Source: an optimization exercise on an open RTL-to-GDS flow (aim: small area). Production flows keep margins and buffers that such runs may drop. In this exercise RTL edits were held to simulation tests only and were not proved equivalent to the original. Power and IR drop assume default switching activity.

--- flow/run.sh ---
#!/bin/bash
# synth_recipe.tcl (not shown) runs the flow's synth.tcl, then flattens the netlist and writes it again
# the make line also repeats each setting of config.mk as NAME=value (left out here)
make -C /OpenROAD-flow-scripts/flow DESIGN_CONFIG=/design/flow/config.mk WORK_HOME=/design/flow/orfs CLKGATE_MAP_FILE= SYNTH_SCRIPT=/design/flow/synth_recipe.tcl finish
--- flow/design.v ---
module lrelu_config_ctrl (
  input  logic       clk,
  input  logic       rst,
  input  logic       clken,
  input  logic       cfg_valid,
  output logic       cfg_we,
  output logic [1:0] cfg_state,
  output logic [1:0] cfg_unit,
  output logic       count_config_full
);
  localparam logic [1:0] LOAD_D = 2'd0;
  localparam logic [1:0] LOAD_A = 2'd1;
  localparam logic [1:0] LOAD_B = 2'd2;
  localparam logic [1:0] LAST_UNIT = 2'(4 - 1);
  logic [1:0] state;
  logic [1:0] state_next;
  logic [1:0] unit_idx;
  logic [1:0] unit_next;
  logic       last_word;
  assign cfg_we    = cfg_valid && clken;
  assign cfg_state = state;
  assign cfg_unit  = unit_idx;
  assign last_word = (state == LOAD_B) && (unit_idx == LAST_UNIT);
  always_comb begin
    state_next = state;
    unit_next  = unit_idx;
    case (state)
      LOAD_D: begin
        state_next = LOAD_A;
        unit_next  = '0;
      end
      LOAD_A: begin
        if (unit_idx == LAST_UNIT) begin
          state_next = LOAD_B;
          unit_next  = '0;
        end else begin
          unit_next = unit_idx + 1'b1;
        end
      end
      LOAD_B: begin
        if (last_word) begin
          state_next = LOAD_D;
          unit_next  = '0;
        end else begin
          unit_next = unit_idx + 1'b1;
        end
      end
      default: begin
        state_next = LOAD_D;
        unit_next  = '0;
      end
    endcase
  end
  always_ff @(posedge clk) begin
    if (rst) begin
      state             <= LOAD_D;
      unit_idx          <= '0;
      count_config_full <= 1'b0;
    end else if (cfg_we) begin
      state             <= state_next;
      unit_idx          <= unit_next;
      count_config_full <= last_word;
    end
  end
endmodule
module lrelu_coef_bank (
  input  logic                                      clk,
  input  logic                                      rst,
  input  logic                                      clken,
  input  logic                                      cfg_we,
  input  logic [1:0]                                cfg_state,
  input  logic [1:0]                                cfg_unit,
  input  logic [16-1:0]                cfg_data,
  output logic [16-1:0]                coef_d,
  output logic [4*16-1:0]   coef_a,
  output logic [4*16-1:0]   coef_b
);
  logic                    d_we;
  logic [4-1:0] a_we;
  logic [4-1:0] b_we;
  always_comb begin
    d_we = 1'b0;
    a_we = '0;
    b_we = '0;
    if (cfg_we) begin
      case (cfg_state)
        2'd0:    d_we = 1'b1;
        2'd1:    a_we[cfg_unit] = 1'b1;
        2'd2:    b_we[cfg_unit] = 1'b1;
        default: d_we = 1'b0;
      endcase
    end
  end
  always_ff @(posedge clk) begin
    if (rst) begin
      coef_d <= '0;
      coef_a <= '0;
      coef_b <= '0;
    end else if (clken) begin
      if (d_we) begin
        coef_d <= cfg_data;
      end
      for (int u = 0; u < 4; u++) begin
        if (a_we[u]) begin
          coef_a[u*16 +: 16] <= cfg_data;
        end
        if (b_we[u]) begin
          coef_b[u*16 +: 16] <= cfg_data;
        end
      end
    end
  end
endmodule
module lrelu_affine_stage (
  input  logic                                     clk,
  input  logic                                     rst,
  input  logic                                     clken,
  input  logic [(3 + 3)-1:0]                  in_ctl,
  input  logic [4*20-1:0]   in_data,
  input  logic [16-1:0]               coef_d,
  input  logic [4*16-1:0]  coef_a,
  input  logic [4*16-1:0]  coef_b,
  output logic [(3 + 3)-1:0]                  out_ctl,
  output logic [4*40-1:0] out_data,
  output logic [16-1:0]               out_d
);
  logic [(3 + 3)-1:0]                  ctl_1;
  logic [4*40-1:0] prod_1;
  logic [4*16-1:0]  b_1;
  logic [16-1:0]               d_1;
  always_ff @(posedge clk) begin
    if (rst) begin
      ctl_1   <= '0;
      out_ctl <= '0;
    end else if (clken) begin
      ctl_1   <= in_ctl;
      out_ctl <= ctl_1;
    end
  end
  always_ff @(posedge clk) begin
    if (clken) begin
      d_1 <= coef_d;
      for (int u = 0; u < 4; u++) begin
        prod_1[u*40 +: 40] <=
            40'($signed(in_data[u*20 +: 20]))
          * 40'($signed(coef_a[u*16 +: 16]));
        b_1[u*16 +: 16] <= coef_b[u*16 +: 16];
      end
    end
  end
  always_ff @(posedge clk) begin
    if (clken) begin
      out_d <= d_1;
      for (int u = 0; u < 4; u++) begin
        out_data[u*40 +: 40] <=
            ($signed(prod_1[u*40 +: 40]) >>> 8)
          + 40'($signed(b_1[u*16 +: 16]));
      end
    end
  end
endmodule
module lrelu_leaky_stage (
  input  logic                                     clk,
  input  logic                                     rst,
  input  logic                                     clken,
  input  logic [(3 + 3)-1:0]                  in_ctl,
  input  logic [4*40-1:0] in_data,
  input  logic [16-1:0]               in_d,
  output logic [(3 + 3)-1:0]                  out_ctl,
  output logic [4*8-1:0]  out_data
);
  localparam logic signed [40-1:0] OUT_MAX = 40'(127);
  localparam logic signed [40-1:0] OUT_MIN = 40'((-128));
  logic [(3 + 3)-1:0]                  ctl_1;
  logic [4*40-1:0] q_1;
  logic [16-1:0]               d_1;
  logic signed [40-1:0]       sum [4];
  logic                                     is_lrelu;
  assign is_lrelu = in_ctl[3];
  always_ff @(posedge clk) begin
    if (rst) begin
      ctl_1   <= '0;
      out_ctl <= '0;
    end else if (clken) begin
      ctl_1   <= in_ctl;
      out_ctl <= ctl_1;
    end
  end
  always_ff @(posedge clk) begin
    if (clken) begin
      d_1 <= in_d;
      for (int u = 0; u < 4; u++) begin
        if (is_lrelu && in_data[u*40 + 40-1]) begin
          q_1[u*40 +: 40] <=
              ($signed(in_data[u*40 +: 40]) * 13)
              >>> 7;
        end else begin
          q_1[u*40 +: 40] <= in_data[u*40 +: 40];
        end
      end
    end
  end
  always_comb begin
    for (int u = 0; u < 4; u++) begin
      sum[u] = $signed(q_1[u*40 +: 40])
             + 40'($signed(d_1));
    end
  end
  always_ff @(posedge clk) begin
    if (clken) begin
      for (int u = 0; u < 4; u++) begin
        if (sum[u] > OUT_MAX) begin
          out_data[u*8 +: 8] <= 8'(OUT_MAX);
        end else if (sum[u] < OUT_MIN) begin
          out_data[u*8 +: 8] <= 8'(OUT_MIN);
        end else begin
          out_data[u*8 +: 8] <= 8'(sum[u]);
        end
      end
    end
  end
endmodule
module lrelu_engine (
  input  logic                                    clk,
  input  logic                                    rst,
  input  logic                                    clken,
  input  logic                                    s_valid,
  input  logic                                    s_last,
  input  logic [3:0]               s_user,
  input  logic [4*20-1:0]  s_data,
  input  logic                                    cfg_valid,
  input  logic [16-1:0]              cfg_data,
  output logic                                    m_valid,
  output logic                                    m_last,
  output logic [3:0]               m_user,
  output logic [4*8-1:0] m_data,
  output logic                                    count_config_full
);
  logic [(3 + 3)-1:0]                  s_ctl;
  logic [(3 + 3)-1:0]                  mid_ctl;
  logic [(3 + 3)-1:0]                  m_ctl;
  logic [4*40-1:0] mid_data;
  logic [16-1:0]               mid_d;
  logic [1:0]                               cfg_state;
  logic [1:0]                               cfg_unit;
  logic                                     cfg_we;
  logic [16-1:0]               coef_d;
  logic [4*16-1:0]  coef_a;
  logic [4*16-1:0]  coef_b;
  assign s_ctl = {s_valid, s_last, s_user};
  assign m_valid = m_ctl[(3 + 3)-1];
  assign m_last  = m_ctl[(3 + 3)-2];
  assign m_user  = m_ctl[3:0];
  lrelu_config_ctrl ctrl_i (
    .clk               (clk),
    .rst               (rst),
    .clken             (clken),
    .cfg_valid         (cfg_valid),
    .cfg_we            (cfg_we),
    .cfg_state         (cfg_state),
    .cfg_unit          (cfg_unit),
    .count_config_full (count_config_full)
  );
  lrelu_coef_bank bank_i (
    .clk       (clk),
    .rst       (rst),
    .clken     (clken),
    .cfg_we    (cfg_we),
    .cfg_state (cfg_state),
    .cfg_unit  (cfg_unit),
    .cfg_data  (cfg_data),
    .coef_d    (coef_d),
    .coef_a    (coef_a),
    .coef_b    (coef_b)
  );
  lrelu_affine_stage affine_i (
    .clk      (clk),
    .rst      (rst),
    .clken    (clken),
    .in_ctl   (s_ctl),
    .in_data  (s_data),
    .coef_d   (coef_d),
    .coef_a   (coef_a),
    .coef_b   (coef_b),
    .out_ctl  (mid_ctl),
    .out_data (mid_data),
    .out_d    (mid_d)
  );
  lrelu_leaky_stage leaky_i (
    .clk      (clk),
    .rst      (rst),
    .clken    (clken),
    .in_ctl   (mid_ctl),
    .in_data  (mid_data),
    .in_d     (mid_d),
    .out_ctl  (m_ctl),
    .out_data (m_data)
  );
endmodule
--- flow/constraint.sdc ---
create_clock -name core_clock -period 8.0 [get_ports {clk}]
set_input_delay 1.6000 -clock core_clock [delete_from_list [all_inputs] [get_ports {clk}]]
set_output_delay 1.6000 -clock core_clock [all_outputs]
set_load 0.01 [all_outputs]
--- flow/config.mk ---
export PLATFORM = sky130hd
export DESIGN_NAME = lrelu_engine
export DESIGN_NICKNAME = lrelu_engine
export VERILOG_FILES = /design/flow/design.v
export SDC_FILE = /design/flow/constraint.sdc
export NUM_CORES = 4
export LEC_CHECK = 0
export CAP_MARGIN = 20
export CORE_MARGIN = 2
export CORE_UTILIZATION = 40
export SLEW_MARGIN = 20
==> impl_metrics.prom <==
# TYPE chip_impl_metric gauge
chip_impl_metric{name="final_min_period_over_clock_period",unit=""} 0.9731
chip_impl_metric{name="grt_pass1_wl",unit="um"} 379800
chip_impl_info{name="end_kind",value="flop"} 1
chip_impl_metric{name="wl",unit="um"} 232700
chip_impl_metric{name="die_y",unit="um"} 487.7
chip_impl_metric{name="cts.sink_count",unit=""} 689
chip_impl_metric{name="track_usage",unit=""} 0.1988
chip_impl_metric{name="cts_max_path_buffers",unit=""} 3
chip_impl_metric{name="ys_seq_elements",unit=""} 689
chip_impl_metric{name="fp.dieArea",unit="um^2"} 237900
chip_impl_metric{name="achievable_freq",unit="MHz"} 128.5
chip_impl_metric{name="cts-hold-fix-buffers",unit=""} 0
chip_impl_metric{name="grt_start_max_net_pins",unit=""} 139
chip_impl_metric{name="slew_violations",unit=""} 0
chip_impl_info{name="clock_tree.root_cell",value="sky130_fd_sc_hd__clkbuf_16"} 1
chip_impl_metric{name="static-leakage-power",unit="nW"} 51.49
chip_impl_metric{name="post_dp_cell_area",unit="um^2"} 101000
chip_impl_metric{name="slowest_delay",unit="ps"} 550
chip_impl_metric{name="final_layout_size_suffix_gt1_frac",unit=""} 0.06263
chip_impl_metric{name="rows",unit=""} 177
chip_impl_metric{name="drt_first_iter_violations",unit=""} 4049
chip_impl_metric{name="synth.cell_area",unit="um^2"} 93600
chip_impl_info{name="hold_path_class",value="flop to flop"} 1
chip_impl_metric{name="warnings_synthesis",unit=""} 5
chip_impl_metric{name="post_synth_inst_count",unit=""} 9976
chip_impl_metric{name="growth_of_design_area_from_synthesis_to_finish",unit="%"} 11.10
chip_impl_metric{name="hpwl",unit="um"} 189700
chip_impl_info{name="grt_setup_unrepaired",value="false"} 1
chip_impl_metric{name="count_of_flip_flops_with_a_built_in_enable_after_synthesis",unit=""} 516
chip_impl_info{name="critical-path-top-cell-by-count",value="sky130_fd_sc_hd__fa_1"} 1
chip_impl_metric{name="total_nets_final",unit=""} 12803
chip_impl_metric{name="fp.coreArea",unit="um^2"} 232500
chip_impl_metric{name="drt-vias-per-instance",unit=""} 5.029
chip_impl_metric{name="vias",unit=""} 67584
chip_impl_metric{name="via_count_of_the_first_global_routing_pass",unit=""} 71330
chip_impl_info{name="run_status",value="finished clean"} 1
chip_impl_metric{name="fin_worst_skew",unit="ps"} 51.30
chip_impl_metric{name="fp.dieW",unit="um"} 487.7
chip_impl_metric{name="finalWorstPathRequiredPeriod",unit="ps"} 7785
chip_impl_info{name="path_cells",value="clkdlybuf4s50_1 -> and2_1 -> fa_1 -> inv_1 -> fa_1 -> fa_1 -> inv_1 -> fa_1 -> fa_1 -> inv_1 -> fa_1 -> inv_1 -> ha_1 -> a2111o_1 -> nand2b_1 -> a31o_2 -> nand4_1 -> a21oi_2 -> nor4_1 -> o41ai_1 -> a21oi_1 -> nor2b_1 -> a221oi_1 -> xnor2_1"} 1
chip_impl_metric{name="max-vdd-ir-drop",unit="V"} 0.0001657
chip_impl_metric{name="synth-async-reset-ratio",unit=""} 0
chip_impl_metric{name="drt-wirelength-per-cell",unit="um"} 17.31
chip_impl_metric{name="first_pass_iters",unit=""} 9
chip_impl_metric{name="stdcell_area",unit="um^2"} 104000
chip_impl_metric{name="cts_buffers",unit=""} 85
chip_impl_metric{name="globalRoute.totalOverflow",unit=""} 0
chip_impl_metric{name="synthesis.nets",unit=""} 12456
chip_impl_metric{name="power-per-cell-area",unit="nW/um^2"} 132.0
chip_impl_metric{name="max_h_tree_level",unit=""} 3
chip_impl_metric{name="floorplan.io_pins",unit=""} 145
chip_impl_metric{name="count_of_buffers_inserted_at_the_top_level_ports",unit=""} 144
chip_impl_metric{name="cp.required",unit="ps"} 8440
chip_impl_metric{name="finalPower",unit="mW"} 13.72
chip_impl_info{name="slowest_stage",value="sky130_fd_sc_hd__fa_1"} 1
chip_impl_metric{name="path_max_fanout",unit=""} 5
chip_impl_metric{name="timing.reg2reg.setup_slack",unit="ps"} 820
chip_impl_metric{name="clk-insertion-delay-late",unit="ps"} 720
chip_impl_info{name="tritoncts",value="done"} 1
chip_impl_info{name="timing.critical_path.from_type",value="input port"} 1
chip_impl_metric{name="max_slew.worst_pin.slew",unit="ps"} 1010
chip_impl_metric{name="seq_area_frac_synth",unit=""} 0.2025
chip_impl_metric{name="synth_cell_types",unit=""} 94
chip_impl_metric{name="gp_routability_congestion",unit=""} 0.9093
chip_impl_metric{name="residual_drc_count",unit=""} 0
chip_impl_metric{name="clock_pin_slew_on_the_worst_setup_and_hold_paths",unit="ps"} 60
chip_impl_metric{name="critPathArrivalTime",unit="ps"} 8230
chip_impl_info{name="kind_of_critical_path",value="input port to flop"} 1
chip_impl_metric{name="ant_nets_after_route",unit=""} 0
chip_impl_info{name="postSynth.topFlopCell",value="sky130_fd_sc_hd__edfxtp_1"} 1
chip_impl_metric{name="setup_viol",unit=""} 0
chip_impl_metric{name="start_util",unit=""} 0.4025
chip_impl_metric{name="grt_antenna_before_repair",unit=""} 13
chip_impl_metric{name="maxCapViolCount",unit=""} 0
chip_impl_metric{name="timing.max_slew.rel_slack",unit=""} 0.3090
chip_impl_metric{name="timing_hold_violations_final",unit=""} 0
chip_impl_metric{name="syn-mean-instance-area",unit="um^2"} 9.382
## per-layer routing
metal | track usage | routed length (um) | vias up
li1 | - | - | 32158
met1 | 0.2704 | 104800 | 33631
met2 | 0.3347 | 110100 | 1494
met3 | 0.02182 | 10800 | 301
met4 | 0.05577 | 6924 | 0
met5 | 0 | 0 | -
## cells by family (layout without fill, tap and decap cells)
group / after synthesis / after routing / synth area share
other cells: 0 / 1 / 0
buf+inv: 2440 / 2859 / 0.09797
flops: 689 / 689 / 0.2025
fa+ha+maj: 2374 / 2374 / 0.4295
simple gates: 2682 / 2682 / 0.1360
mux: 39 / 39 / 0.004198
compound gates: 1320 / 1320 / 0.08935
xor+xnor: 432 / 432 / 0.04042
## layout make-up
class                      count  area, um^2
timing repair buffer         580        4778
sequential                   689       18960
clock inverter                51       683.2
clock buffer                 108        2302
inverter                    2120        7958
multi-input combinational   6847       65500
antenna                        1       2.502
tap                         3043        3807
fill                       22231      128500
## power breakdown
part           internal, mW  switching [mW]
Combinational          2.27            3.02
Sequential             4.13           0.200
Clock                  2.38            1.72
Total                  8.78            4.94
## final timing paths
kind / start / to / cells past startpoint
worst max register to register: bank_i.coef_a[53] / affine_i.prod_1[150] / 23
worst max-delay path: s_data[66] / affine_i.prod_1[150] / 24
worst min register to register: bank_i.coef_b[47] / affine_i.b_1[47] / 0
worst min-delay path: bank_i.coef_b[47] / affine_i.b_1[47] / 0
## worst max-delay path, delay by kind of cell
family | cells | cell delay, ps
AOI/OAI and AO/OA | 6 | 1490
adders and majority gates | 7 | 3400
and+or+nand+nor | 5 | 940
buffers and inverters | 5 | 690
xor gates and xnor gates | 1 | 110
## cells in the mapped netlist (69+ instances only)
master	n	area (um^2)
sky130_fd_sc_hd__inv_1	2116	7943
sky130_fd_sc_hd__fa_1	1398	27990
sky130_fd_sc_hd__nand2_1	1229	4613
sky130_fd_sc_hd__ha_1	976	12210
sky130_fd_sc_hd__and2_1	595	3722
sky130_fd_sc_hd__edfxtp_1	516	15490
sky130_fd_sc_hd__a21oi_1	443	2217
sky130_fd_sc_hd__nor2_1	351	1318
sky130_fd_sc_hd__clkbuf_1	315	1182
sky130_fd_sc_hd__xnor2_1	288	2522
sky130_fd_sc_hd__o21ai_0	266	1331
sky130_fd_sc_hd__dfxtp_1	173	3463
sky130_fd_sc_hd__a21o_1	161	1209
sky130_fd_sc_hd__xor2_1	144	1261
sky130_fd_sc_hd__nor3_1	84	420.4
sky130_fd_sc_hd__nand3_1	80	400.4
sky130_fd_sc_hd__nand2b_1	73	456.7
sky130_fd_sc_hd__nor2b_1	69	431.7
## cells in the final DEF, fill, tap and decap left out, drive strengths merged, types with 15 or more instances in the layout
cell           Yosys  routed
inv             2116    2126
fa              1398    1398
nand2           1229    1229
ha               976     976
and2             596     596
edfxtp           516     516
a21oi            446     446
buf                5     443
nor2             351     351
o21ai            291     291
xnor2            288     288
dfxtp            173     173
a21o             161     161
xor2             144     144
clkdlybuf4s50      0     134
clkbuf           315     108
nor3              85      85
nand3             81      81
nand2b            73      73
nor2b             69      69
o21a              65      65
and3              46      46
nand4             44      44
a31oi             42      42
a211oi            40      40
mux2i             37      37
o31ai             36      36
o21bai            34      34
clkinv             4      33
o211ai            30      30
or3               23      23
or2               22      22
nor4              18      18
a21boi            15      15
## metrics by stage
stage,utilization,hold WS [ps],instances,TNS (ps),setup WS [ps]
6_report,0.4472,394.1,13439,0,215.1
5_1_grt,0.4472,401.9,13439,0,10.06
4_1_cts,0.4470,390.1,13438,0,157.1
3_5_place_dp,0.4342,404.5,13279,-12630,-624.6
3_3_place_gp,0.4342,400.2,13279,-10160,-540.9
2_1_floorplan,-,400.3,9976,0,62.13
## repair_timing
| item | CTS | global route |
|---|---|---|
| buffers inserted | 0 | 0 |
| resized for setup | 0 | 11 |
| endpoints found under the setup margin | 0 | 15 |
## state kept, by name (all words and copies together), names as in the netlist, 32 cells and up
name	cells
affine_i.prod_1	112
affine_i.out_data	128
bank_i.coef_a	64
leaky_i.q_1	132
affine_i.b_1	64
leaky_i.out_data	32
bank_i.coef_b	64

-- separate check: timing with driven ports --
In the flow no input, the clock included, has a driving cell. The finished layout below was timed again as built, in two steps.
Step 1 (the two cells are an assumption about what drives the block):
set clk [get_ports {clk}]
set_driving_cell -lib_cell sky130_fd_sc_hd__clkbuf_16 $clk
set_driving_cell -lib_cell sky130_fd_sc_hd__buf_2 [delete_from_list [all_inputs] $clk]
Step 2 also shifts input and output timing later by t, the mid clock arrival at the registers, as if the neighbouring blocks saw the same clock.
Slacks: no drivers / after step 1 / after step 2; pairs: no drivers / after step 1.
t (ns): 0.776
setup slack, ns: 0.215 / 0.273 / -0.503
hold WS [ns]: 0.394 / 0.394 / 0.394
worst setup path after step 2: input to register
worst register clock-pin slew, ns: 0.08 / 0.08
With both steps, setup timing fails in this run, where it was met with ideal ports. The setup slack of this run moves by +0.058 ns with the drivers and by -0.718 ns with both steps.
